Context: an optimization exercise on an open-source flow, tuned for small area, a short achievable clock period and few clock cycles per item. The choices shown serve that exercise and are no tape-out recipe.
RTL that was checked went through simulation tests only; none was proved equivalent to the original.
Only the layout flow was run in run 2; the RTL was not checked for function there.

[flow/constraint.sdc]
create_clock -name core_clock -period 9.0 [get_ports {clk}]
set_input_delay 1.8000 -clock core_clock [delete_from_list [all_inputs] [get_ports {clk}]]
set_output_delay 1.8000 -clock core_clock [all_outputs]
set_load 0.01 [all_outputs]
[flow/design.v]
package idct_pkg;
        localparam int COEF_W = 16;
        localparam int ACC_W = 25;
        localparam int SAMPLE_W = 18;
        typedef logic signed [COEF_W-1:0] coef_t;
        typedef logic signed [ACC_W-1:0] acc_t;
        typedef logic signed [SAMPLE_W-1:0] sample_t;
        typedef logic [8*COEF_W-1:0] coef_vec_t;
        typedef logic [4*ACC_W-1:0] half_vec_t;
        typedef logic [8*SAMPLE_W-1:0] sample_vec_t;
        localparam acc_t W0 = 25'sd64;
        localparam acc_t W1 = 25'sd89;
        localparam acc_t W2 = 25'sd83;
        localparam acc_t W3 = 25'sd75;
        localparam acc_t W5 = 25'sd50;
        localparam acc_t W6 = 25'sd36;
        localparam acc_t W7 = 25'sd18;
endpackage
`timescale 1ns/1ps
module idct_even (
        input  idct_pkg::coef_vec_t   coef_q,
        output idct_pkg::half_vec_t   even
);
        idct_pkg::acc_t x0;
        idct_pkg::acc_t x2;
        idct_pkg::acc_t x4;
        idct_pkg::acc_t x6;
        idct_pkg::acc_t dc_sum;
        idct_pkg::acc_t dc_dif;
        idct_pkg::acc_t rot_a;
        idct_pkg::acc_t rot_b;
        idct_pkg::half_vec_t even_d;
        assign x0 = $signed(coef_q[idct_pkg::COEF_W*0 +: idct_pkg::COEF_W]);
        assign x2 = $signed(coef_q[idct_pkg::COEF_W*2 +: idct_pkg::COEF_W]);
        assign x4 = $signed(coef_q[idct_pkg::COEF_W*4 +: idct_pkg::COEF_W]);
        assign x6 = $signed(coef_q[idct_pkg::COEF_W*6 +: idct_pkg::COEF_W]);
        assign dc_sum = idct_pkg::W0 * (x0 + x4);
        assign dc_dif = idct_pkg::W0 * (x0 - x4);
        assign rot_a  = idct_pkg::W2 * x2 + idct_pkg::W6 * x6;
        assign rot_b  = idct_pkg::W6 * x2 - idct_pkg::W2 * x6;
        assign even_d[idct_pkg::ACC_W*0 +: idct_pkg::ACC_W] = dc_sum + rot_a;
        assign even_d[idct_pkg::ACC_W*1 +: idct_pkg::ACC_W] = dc_dif + rot_b;
        assign even_d[idct_pkg::ACC_W*2 +: idct_pkg::ACC_W] = dc_dif - rot_b;
        assign even_d[idct_pkg::ACC_W*3 +: idct_pkg::ACC_W] = dc_sum - rot_a;
        assign even = even_d;
endmodule
`timescale 1ns/1ps
module idct_odd (
        input  idct_pkg::coef_vec_t   coef_q,
        output idct_pkg::half_vec_t   odd
);
        idct_pkg::acc_t x1;
        idct_pkg::acc_t x3;
        idct_pkg::acc_t x5;
        idct_pkg::acc_t x7;
        idct_pkg::half_vec_t odd_d;
        assign x1 = $signed(coef_q[idct_pkg::COEF_W*1 +: idct_pkg::COEF_W]);
        assign x3 = $signed(coef_q[idct_pkg::COEF_W*3 +: idct_pkg::COEF_W]);
        assign x5 = $signed(coef_q[idct_pkg::COEF_W*5 +: idct_pkg::COEF_W]);
        assign x7 = $signed(coef_q[idct_pkg::COEF_W*7 +: idct_pkg::COEF_W]);
        assign odd_d[idct_pkg::ACC_W*0 +: idct_pkg::ACC_W] = idct_pkg::W1 * x1
                         + idct_pkg::W3 * x3
                         + idct_pkg::W5 * x5
                         + idct_pkg::W7 * x7;
        assign odd_d[idct_pkg::ACC_W*1 +: idct_pkg::ACC_W] = idct_pkg::W3 * x1
                         - idct_pkg::W7 * x3
                         - idct_pkg::W1 * x5
                         - idct_pkg::W5 * x7;
        assign odd_d[idct_pkg::ACC_W*2 +: idct_pkg::ACC_W] = idct_pkg::W5 * x1
                         - idct_pkg::W1 * x3
                         + idct_pkg::W7 * x5
                         + idct_pkg::W3 * x7;
        assign odd_d[idct_pkg::ACC_W*3 +: idct_pkg::ACC_W] = idct_pkg::W7 * x1
                         - idct_pkg::W5 * x3
                         + idct_pkg::W3 * x5
                         - idct_pkg::W1 * x7;
        assign odd = odd_d;
endmodule
`timescale 1ns/1ps
module idct_butterfly #(
        parameter int ROUND_SHIFT = 7
) (
        input  idct_pkg::half_vec_t     even,
        input  idct_pkg::half_vec_t     odd,
        output idct_pkg::sample_vec_t   samples
);
        localparam idct_pkg::acc_t ROUND_ADD = idct_pkg::acc_t'(1) <<< (ROUND_SHIFT - 1);
        idct_pkg::sample_vec_t samples_d;
        for (genvar k = 0; k < 4; k++) begin : g_bfly
                idct_pkg::acc_t sum_rnd;
                idct_pkg::acc_t dif_rnd;
                assign sum_rnd = even[idct_pkg::ACC_W*k +: idct_pkg::ACC_W] + odd[idct_pkg::ACC_W*k +: idct_pkg::ACC_W] + ROUND_ADD;
                assign dif_rnd = even[idct_pkg::ACC_W*k +: idct_pkg::ACC_W] - odd[idct_pkg::ACC_W*k +: idct_pkg::ACC_W] + ROUND_ADD;
                assign samples_d[idct_pkg::SAMPLE_W*k +: idct_pkg::SAMPLE_W]       = idct_pkg::SAMPLE_W'(sum_rnd >>> ROUND_SHIFT);
                assign samples_d[idct_pkg::SAMPLE_W*(7-k) +: idct_pkg::SAMPLE_W] = idct_pkg::SAMPLE_W'(dif_rnd >>> ROUND_SHIFT);
        end
        assign samples = samples_d;
endmodule
`timescale 1ns/1ps
module idct_flow_ctrl (
        input  logic                  clk,
        input  logic                  reset,
        input  logic                  in_req,
        input  idct_pkg::coef_vec_t   coef,
        input  logic                  out_ack,
        output logic                  in_ack,
        output logic                  out_req,
        output idct_pkg::coef_vec_t   coef_q
);
        logic full;
        logic capture;
        assign capture = in_req && !in_ack && !full;
        always_ff @(posedge clk or posedge reset) begin
                if (reset) begin
                        in_ack <= 1'b0;
                end else if (capture) begin
                        in_ack <= 1'b1;
                end else if (in_ack && !in_req) begin
                        in_ack <= 1'b0;
                end
        end
        always_ff @(posedge clk or posedge reset) begin
                if (reset) begin
                        full <= 1'b0;
                end else if (capture) begin
                        full <= 1'b1;
                end else if (out_req && out_ack) begin
                        full <= 1'b0;
                end
        end
        always_ff @(posedge clk or posedge reset) begin
                if (reset) begin
                        out_req <= 1'b0;
                end else if (out_req && out_ack) begin
                        out_req <= 1'b0;
                end else if (full && !out_req && !out_ack) begin
                        out_req <= 1'b1;
                end
        end
        always_ff @(posedge clk) begin
                if (!full) begin
                        coef_q <= coef;
                end
        end
endmodule
`timescale 1ns/1ps
module idct8_top #(
        parameter int ROUND_SHIFT = 7
) (
        input  logic                    clk,
        input  logic                    reset,
        input  logic                    in_req,
        input  idct_pkg::coef_vec_t     coef,
        input  logic                    out_ack,
        output logic                    in_ack,
        output logic                    out_req,
        output idct_pkg::sample_vec_t   samples
);
        idct_pkg::coef_vec_t   coef_q;
        idct_pkg::half_vec_t   even;
        idct_pkg::half_vec_t   odd;
        idct_pkg::sample_vec_t samples_d;
        idct_flow_ctrl idct_flow_ctrl_inst (
                .clk     (clk),
                .reset   (reset),
                .in_req  (in_req),
                .coef    (coef),
                .out_ack (out_ack),
                .in_ack  (in_ack),
                .out_req (out_req),
                .coef_q  (coef_q)
        );
        idct_even idct_even_inst (
                .coef_q (coef_q),
                .even   (even)
        );
        idct_odd idct_odd_inst (
                .coef_q (coef_q),
                .odd    (odd)
        );
        idct_butterfly #(
                .ROUND_SHIFT (ROUND_SHIFT)
        ) idct_butterfly_inst (
                .even    (even),
                .odd     (odd),
                .samples (samples_d)
        );
        always_ff @(posedge clk) begin
                samples <= samples_d;
        end
endmodule
[flow/run.sh]
#!/bin/bash
# synth_recipe.tcl (not shown) runs the flow's synth.tcl, then flattens the netlist and writes it again
# the make line also repeats each setting of config.mk as NAME=value (left out here)
make -C /OpenROAD-flow-scripts/flow DESIGN_CONFIG=/design/flow/config.mk WORK_HOME=/design/flow/orfs CLKGATE_MAP_FILE= SYNTH_SCRIPT=/design/flow/synth_recipe.tcl finish
[flow/config.mk]
export PLATFORM = sky130hd
export DESIGN_NAME = idct8_top
export DESIGN_NICKNAME = idct8_top
export VERILOG_FILES = /design/flow/design.v
export SDC_FILE = /design/flow/constraint.sdc
export NUM_CORES = 4
export LEC_CHECK = 0
export CAP_MARGIN = 20
export CORE_MARGIN = 2
export CORE_UTILIZATION = 40
export SLEW_MARGIN = 20
==> notes.md, run 1 <==
vias in the first global route=49.4k; GP Congestion=0.983; post-synthesis sequential area ratio=0.113; initial antenna violation count=5; Layout area overhead=17.6%; Die H=391 um; Most common cell on crit path=ha_4; FP Rows=142; post-route design area=0.0705 mm2; cts hold-fix bufs=0; TritonCTS buffer count=37; minimum clock period=8.79 ns; # setup viols final=0; Placed Area=0.0678 mm2; Hold Path Origin=idct_flow_ctrl_inst.out_req; Worst setup EP type=flip-flop; Tcrit/Tclk final=0.976; Port Buffer Count=277; WP data required=9.48 ns; DRT iter0 DRCs=2,264; Critical R2R Capture=samples[125]; Vias/cell=5.12; HPWL Detailed=172,000 um; first-pass GRT wire length=287,000 um; io pins=278; layout cells sized above 1=0.0959; max-cap check violation count=0; CP arrival=9.27 ns; post-route insts no fill=9,386; CP peak stage delay=0.55 ns; Critical Path Start Type=flip-flop; clk slew on worst S/H paths=0.06 ns; WL per Instance=20.5 um; flop2flop setup slack=0.21 ns; placed insts=9,277; core area=0.149 mm2; hold_ws=0.493 ns; status=no timing/DRC/antenna violations; die outline width=391 um; fmax=0.114 GHz; n_diodes=0; Post-Synthesis Cells=6,720; WS Path Type=reg2reg; CP max FO=4; Root Buffer=clkbuf_16; clock latency (worst-skew pair)=0.62 ns; flops & latches, synth=275; clk buf depth=3; Hold Path Sink=idct_flow_ctrl_inst.full; final wirelength=192,000 um; Detailed Routing Iterations Pass 1=8; commonest non-fill, non-tap cell in the layout=inv_1; Initial Util=0.402; Layout Nets=9,484; syn nets=8,789; Residual DRC=0; Crit-path slowest cell=fa_1; pin count of the biggest net entering global routing=56; GRT Total Usage=0.250; reg2reg path depth=43; hold path depth=1; Final Hold Vio Count=0; Worst Hold Class=reg2reg; via count=48.0k; CTS tree=built; final core utilization=0.472; YS warnings=2; slew margin rel.=0.221; reg2reg start=idct_flow_ctrl_inst.coef_q[82]; Cell variety after synth=90; worst clock skew=0.0314 ns; worst slew pin tran=1.16 ns; H-tree level count=2; Avg Inst Size Synth=8.92 um2; most frequent cells in the layout=inv_1 (1,497), ha_1 (1,356), fa_1 (546); Synth Flop Type=dfxtp_1; die area=0.153 mm2; Overflow after GRT=0; EDFF count, synth=128; Async SR Flop Fraction=0.0109; antenna-violating nets left=0; Max Slew Vio Count=0; Post-Syn Area=0.0599 mm2; clk sinks=275
[metal layers]
metal | GRT usage | vias up | part of all wire
met4 | 0.0818 | 0 | 0.036
met5 | 0 | - | 0
li1 | - | 23500 | -
met2 | 0.431 | 955 | 0.47
met3 | 0.0206 | 216 | 0.040
met1 | 0.328 | 23400 | 0.45
[stage by stage]
| stage | setup TNS (ns) | setup slack (ns) |
|---|---|---|
| final | 0 | 0.213 |
| after global routing | -0.225 | -0.0963 |
| after CTS | 0 | 0.00473 |
| after detailed placement | -1.26 | -0.388 |
| after global placement | -0.801 | -0.381 |
| after floorplan | 0 | 0.628 |
[worst max-delay path by stage]
stage,slack [ns],to,startpoint
2_1_floorplan,0.63,samples[53],idct_flow_ctrl_inst.coef_q[50]
3_3_place_gp,-0.38,samples[125],idct_flow_ctrl_inst.coef_q[81]
3_5_place_dp,-0.39,samples[125],idct_flow_ctrl_inst.coef_q[81]
4_1_cts,0.005,samples[89],idct_flow_ctrl_inst.coef_q[115]
5_1_grt,-0.1,samples[35],idct_flow_ctrl_inst.coef_q[82]
6_report,0.21,samples[125],idct_flow_ctrl_inst.coef_q[82]
[cell usage after synthesis, types with 5 or more instances]
cell type	instances	area share
a31oi_1	40	0.0042
o41ai_1	9	0.0013
nand3_1	82	0.0068
nand2b_1	76	0.0079
o31a_1	14	0.0020
clkbuf_1	32	0.0020
and2_1	25	0.0026
and3_1	29	0.0030
inv_1	1504	0.094
xor2_1	196	0.029
or3_1	38	0.0040
nor4_1	20	0.0021
a2111oi_0	5	0.00073
o21bai_1	83	0.010
o31ai_1	24	0.0030
o22ai_1	7	0.00073
ha_1	1382	0.29
nor3b_1	5	0.00063
a211oi_1	26	0.0033
a41oi_1	8	0.0012
nand2_1	186	0.012
dfxtp_1	144	0.048
xnor2_1	441	0.064
o21ai_0	262	0.022
nor3_1	102	0.0085
a21o_1	130	0.016
edfxtp_1	128	0.064
a31o_2	9	0.0013
or2_2	26	0.0027
mux2i_1	7	0.0012
a221oi_1	13	0.0019
a311oi_1	16	0.0023
fa_1	555	0.19
o211a_1	5	0.00084
nor2_1	351	0.022
a21oi_1	397	0.033
nand4_1	11	0.0011
nor2b_1	80	0.0084
a211o_1	14	0.0020
a21boi_0	45	0.0056
o21a_1	81	0.010
o2111ai_1	10	0.0015
o211ai_1	18	0.0023
[logic make-up (layout without fill, tap and decap cells)]
logic type,Yosys count,after routing,synth area share
multiplexers,9,9,0.00155
XOR/XNOR,643,643,0.0953
adder cells (fa/ha/maj),1937,1937,0.474
AO/OA/AOI/OAI,1264,1264,0.135
buffers and inverters,1544,2266,0.0969
AND/OR/NAND/NOR,1048,1048,0.0841
flip-flops,275,275,0.113
[final cells by class]
cell class | instances | area (um2)
timing repair buffer | 693 | 5930
inverter | 1507 | 5660
clock buffer | 48 | 1050
multi-input combinational | 4901 | 48400
sequential | 275 | 6800
clock inverter | 18 | 230
fill | 14400 | 78800
tap | 1944 | 2430
[what timing repair did]
action                     in CTS  in global routing
buffers inserted                3                 40
setup endpoints to repair      14                 38
gates resized for setup        21                227
pin swaps                       6                 79
[flip-flops by register name (all words and copies together) (netlist names)]
signal and count:
idct_flow_ctrl_inst.coef_q 128, samples 144, idct_flow_ctrl_inst.out_req 1, idct_flow_ctrl_inst.full 1
idct_flow_ctrl_inst.in_ack 1
[critical path: cells and delay by family, from the launching register on]
kind,cells,cell delay (ns)
fa+ha+maj,10,3.46
compound gates,16,2.54
simple gates,7,0.89
buf+inv,7,0.67
xor+xnor,3,0.60
flops,1,0.50
Testbench counts, summed over its fixed seeds: cycles 9,592, items 2,400.
==> run 2, diff against run 1 <==
--- a/flow/design.v
+++ b/flow/design.v
@@ -18,6 +18,8 @@
 endpackage
 `timescale 1ns/1ps
 module idct_even (
+        input  logic                  clk,
+        input  logic                  reset,
         input  idct_pkg::coef_vec_t   coef_q,
         output idct_pkg::half_vec_t   even
 );
@@ -42,10 +44,18 @@
         assign even_d[idct_pkg::ACC_W*1 +: idct_pkg::ACC_W] = dc_dif + rot_b;
         assign even_d[idct_pkg::ACC_W*2 +: idct_pkg::ACC_W] = dc_dif - rot_b;
         assign even_d[idct_pkg::ACC_W*3 +: idct_pkg::ACC_W] = dc_sum - rot_a;
-        assign even = even_d;
+        always_ff @(posedge clk or posedge reset) begin
+                if (reset) begin
+                        even <= '0;
+                end else begin
+                        even <= even_d;
+                end
+        end
 endmodule
 `timescale 1ns/1ps
 module idct_odd (
+        input  logic                  clk,
+        input  logic                  reset,
         input  idct_pkg::coef_vec_t   coef_q,
         output idct_pkg::half_vec_t   odd
 );
@@ -74,12 +84,20 @@
                          - idct_pkg::W5 * x3
                          + idct_pkg::W3 * x5
                          - idct_pkg::W1 * x7;
-        assign odd = odd_d;
+        always_ff @(posedge clk or posedge reset) begin
+                if (reset) begin
+                        odd <= '0;
+                end else begin
+                        odd <= odd_d;
+                end
+        end
 endmodule
 `timescale 1ns/1ps
 module idct_butterfly #(
         parameter int ROUND_SHIFT = 7
 ) (
+        input  logic                    clk,
+        input  logic                    reset,
         input  idct_pkg::half_vec_t     even,
         input  idct_pkg::half_vec_t     odd,
         output idct_pkg::sample_vec_t   samples
@@ -94,7 +112,13 @@
                 assign samples_d[idct_pkg::SAMPLE_W*k +: idct_pkg::SAMPLE_W]       = idct_pkg::SAMPLE_W'(sum_rnd >>> ROUND_SHIFT);
                 assign samples_d[idct_pkg::SAMPLE_W*(7-k) +: idct_pkg::SAMPLE_W] = idct_pkg::SAMPLE_W'(dif_rnd >>> ROUND_SHIFT);
         end
-        assign samples = samples_d;
+        always_ff @(posedge clk or posedge reset) begin
+                if (reset) begin
+                        samples <= '0;
+                end else begin
+                        samples <= samples_d;
+                end
+        end
 endmodule
 `timescale 1ns/1ps
 module idct_flow_ctrl (
@@ -107,9 +131,12 @@
         output logic                  out_req,
         output idct_pkg::coef_vec_t   coef_q
 );
-        logic full;
+        localparam logic [1:0] LATENCY = 2'd3;
+        logic [1:0] lat_cnt;
+        logic out_idle;
         logic capture;
-        assign capture = in_req && !in_ack && !full;
+        assign out_idle = !out_req && !out_ack && (lat_cnt == 2'd0);
+        assign capture = in_req && !in_ack && out_idle;
         always_ff @(posedge clk or posedge reset) begin
                 if (reset) begin
                         in_ack <= 1'b0;
@@ -121,25 +148,27 @@
         end
         always_ff @(posedge clk or posedge reset) begin
                 if (reset) begin
-                        full <= 1'b0;
+                        coef_q <= '0;
                 end else if (capture) begin
-                        full <= 1'b1;
-                end else if (out_req && out_ack) begin
-                        full <= 1'b0;
+                        coef_q <= coef;
+                end
+        end
+        always_ff @(posedge clk or posedge reset) begin
+                if (reset) begin
+                        lat_cnt <= 2'd0;
+                end else if (capture) begin
+                        lat_cnt <= LATENCY;
+                end else if (lat_cnt != 2'd0) begin
+                        lat_cnt <= lat_cnt - 2'd1;
                 end
         end
         always_ff @(posedge clk or posedge reset) begin
                 if (reset) begin
                         out_req <= 1'b0;
+                end else if (lat_cnt == 2'd1) begin
+                        out_req <= 1'b1;
                 end else if (out_req && out_ack) begin
                         out_req <= 1'b0;
-                end else if (full && !out_req && !out_ack) begin
-                        out_req <= 1'b1;
-                end
-        end
-        always_ff @(posedge clk) begin
-                if (!full) begin
-                        coef_q <= coef;
                 end
         end
 endmodule
@@ -156,10 +185,9 @@
         output logic                    out_req,
         output idct_pkg::sample_vec_t   samples
 );
-        idct_pkg::coef_vec_t   coef_q;
-        idct_pkg::half_vec_t   even;
-        idct_pkg::half_vec_t   odd;
-        idct_pkg::sample_vec_t samples_d;
+        idct_pkg::coef_vec_t coef_q;
+        idct_pkg::half_vec_t even;
+        idct_pkg::half_vec_t odd;
         idct_flow_ctrl idct_flow_ctrl_inst (
                 .clk     (clk),
                 .reset   (reset),
@@ -171,21 +199,24 @@
                 .coef_q  (coef_q)
         );
         idct_even idct_even_inst (
+                .clk    (clk),
+                .reset  (reset),
                 .coef_q (coef_q),
                 .even   (even)
         );
         idct_odd idct_odd_inst (
+                .clk    (clk),
+                .reset  (reset),
                 .coef_q (coef_q),
                 .odd    (odd)
         );
         idct_butterfly #(
                 .ROUND_SHIFT (ROUND_SHIFT)
         ) idct_butterfly_inst (
+                .clk     (clk),
+                .reset   (reset),
                 .even    (even),
                 .odd     (odd),
-                .samples (samples_d)
-        );
-        always_ff @(posedge clk) begin
-                samples <= samples_d;
-        end
-endmodule
+                .samples (samples)
+        );
+endmodule
==> notes.md, run 2 <==
first-pass GRT wire length=319,000 um; Critical Path Start Type=flip-flop; io pins=278; Avg Inst Size Synth=9.26 um2; CP arrival=8.32 ns; clk slew on worst S/H paths=0.06 ns; Synth Area in Compound Gates=0.127; Synth Flop Type=dfrtp_1; dpl ws=1.19 ns; CP max FO=8; Synth Area in Simple Gates=0.0881; WS Path Type=reg2reg; largest register by flop count=idct_butterfly_inst.samples; H-tree level count=2; TritonCTS buffer count=61; Die H=417 um; most frequent cells in the layout=inv_1 (1,540), ha_1 (1,375), fa_1 (554); GRT Total Usage=0.243; cts hold-fix bufs=0; commonest non-fill, non-tap cell in the layout=inv_1; unrepaired setup endpoints after global routing=false; Port Buffer Count=277; Final WS setup=1.33 ns; reg2reg start=idct_flow_ctrl_inst.coef_q[119]; worst slew pin tran=1.26 ns; Yosys top cell area share=0.253; Worst setup EP type=flip-flop; Hold Path Origin=idct_flow_ctrl_inst.in_ack; DRT iter0 DRCs=2,889; fmax=0.130 GHz; Tcrit/Tclk final=0.852; number of flip-flops in the largest register=144; status=no timing/DRC/antenna violations; YS warnings=4; Post-CTS Setup Bufs=0; Worst Hold Class=reg2reg; post-cts gate resize count=0; list of most frequent post-synthesis cells=inv_1 (1,541), ha_1 (1,375), fa_1 (554); worst clock skew=0.0939 ns; Async SR Flop Fraction=1.00; Cell variety after synth=91; CTS tree=built; final core utilization=0.448; Final Hold Vio Count=0; slew margin rel.=0.153; clk sinks=474; placed insts=9,819; Detailed Routing Iterations Pass 1=6; syn nets=9,412; Post-Synthesis Cells=7,351; Layout Nets=9,725; antenna-violating nets left=0; die outline width=417 um; Vias/cell=5.21; XOR/XNOR Fraction of Synth Area=0.0848; Overflow after GRT=0; GP Congestion=0.964; Layout area overhead=11.4%; mux contribution to synthesized area=0.0221; Initial Util=0.402; clock latency (worst-skew pair)=0.77 ns; minimum clock period=7.67 ns; count leader, synth=inv_1; Post-Syn Area=0.0681 mm2; HPWL Detailed=183,000 um; leading area contributor after synthesis=ha_1; die area=0.174 mm2; initial antenna violation count=8; WP data required=9.65 ns; pin count of the biggest net entering global routing=155; post-synthesis adder-cell area fraction=0.416; WL per Instance=21.2 um; via count=51.8k; flops & latches, synth=474; vias in the first global route=53.6k; FP Rows=151; post-route insts no fill=9,933; post-synthesis sequential area ratio=0.174; largest family of logic cells by synthesized area=adder cells; Root Buffer=clkbuf_16; final wirelength=210,000 um; Area contributors post-synth=ha_1 (25%), dfrtp_1 (17%), fa_1 (16%), inv_1 (8.5%), xnor2_1 (5.8%); biggest regs=idct_butterfly_inst.samples x144, idct_flow_ctrl_inst.coef_q x128, idct_odd_inst.odd x100; EDFF count, synth=0; # setup viols final=0; layout cells sized above 1=0.0416; Residual DRC=0; setup TNS=0 ns; max-cap check violation count=0; core area=0.169 mm2; Max Slew Vio Count=0; clk buf depth=3; Worst Setup SP=idct_flow_ctrl_inst.coef_q[119]
==> run 2: per-layer routing <==
metal  vias to the layer above  wire, um  GRT usage
met4                         4      8630     0.0913
met5                         -        27          0
met2                      1074    101000      0.423
met1                     25400     92500      0.312
li1                      25000         -          -
met3                       271      7810     0.0207
==> run 2: final timing paths <==
path                                                     to  slack [ns]  cells after the start
max reg2reg                           idct_odd_inst.odd[74]        1.33                     24
max in group asynchronous    idct_flow_ctrl_inst.coef_q[36]        5.89                      4
max                                   idct_odd_inst.odd[74]        1.33                     24
min in group asynchronous  idct_butterfly_inst.samples[115]        1.65                      3
min                              idct_flow_ctrl_inst.in_ack        0.51                      2
min reg2reg                      idct_flow_ctrl_inst.in_ack        0.51                      2
==> run 2: cells by family (layout without fill, tap and decap cells) <==
family / count (synthesis) / in the layout
AO/OA/AOI/OAI: 1333 / 1333
multiplexers: 134 / 134
buffers and inverters: 1595 / 1955
XOR/XNOR: 655 / 655
other: 0 / 4
flip-flops: 474 / 474
adder cells (fa/ha/maj): 1929 / 1929
AND/OR/NAND/NOR: 1231 / 1231
==> run 2: worst max-delay path, cell delays in order, from the launching register on <==
cell and delay [ns]:
dfrtp_1 0.66, ha_1 0.39, fa_1 0.55, inv_1 0.05, fa_1 0.49, inv_1 0.05
ha_1 0.33, a21boi_0 0.40, o21ai_0 0.14, nand2b_1 0.18, a31oi_1 0.21, o311a_1 0.45
a2111oi_1 0.79, nor3_1 0.16, xor2_1 0.20, fa_1 0.54, inv_1 0.05, fa_1 0.43
ha_1 0.36, and3_1 0.23, nand3_1 0.09, a211o_1 0.25, and3_1 0.14, a311oi_1 0.28
xnor2_1 0.16
==> run 2: area by class of cell <==
| type | count | area [um2] |
|---|---|---|
| well taps | 2218 | 2780 |
| fillers | 16300 | 93400 |
| clock inverters | 38 | 538 |
| flip-flops and latches | 474 | 11900 |
| multi-input cells | 5282 | 50200 |
| diodes | 4 | 10.0 |
| repair buffers | 300 | 2980 |
| inverters | 1545 | 5800 |
| clock buffers | 72 | 1640 |
==> run 2: per-stage QoR <==
step                hold WS, ns  instance area [um2]
floorplan                 0.473                68100
global placement          0.493                73700
detailed placement        0.497                73700
CTS                       0.513                75800
global route              0.556                75800
finish                    0.507                75800

## static timing again, ports no longer ideal
No port has a modelled driver above. Below, the same layouts with a new extraction and two added sets of constraints. Step 1 assumes that a clkbuf_16 drives the clock port and a buf_2 every other input. Step 2 moves the port delays by t, midway between the first and last clock arrival at a register: inputs arrive t later, outputs are due t later. That takes back most of the time a late clock gives input paths. Three values: ideal, step 1, step 2; two values: the first two.
run | t (ns) | setup slack, ns | worst register clock-pin slew, ns
run 1 | 0.692 | 0.213 / 0.213 / 0.213 | 0.07 / 0.07
run 2 | 0.806 | 1.333 / 1.333 / 1.333 | 0.07 / 0.07
After both steps setup and hold are still met in every run listed.
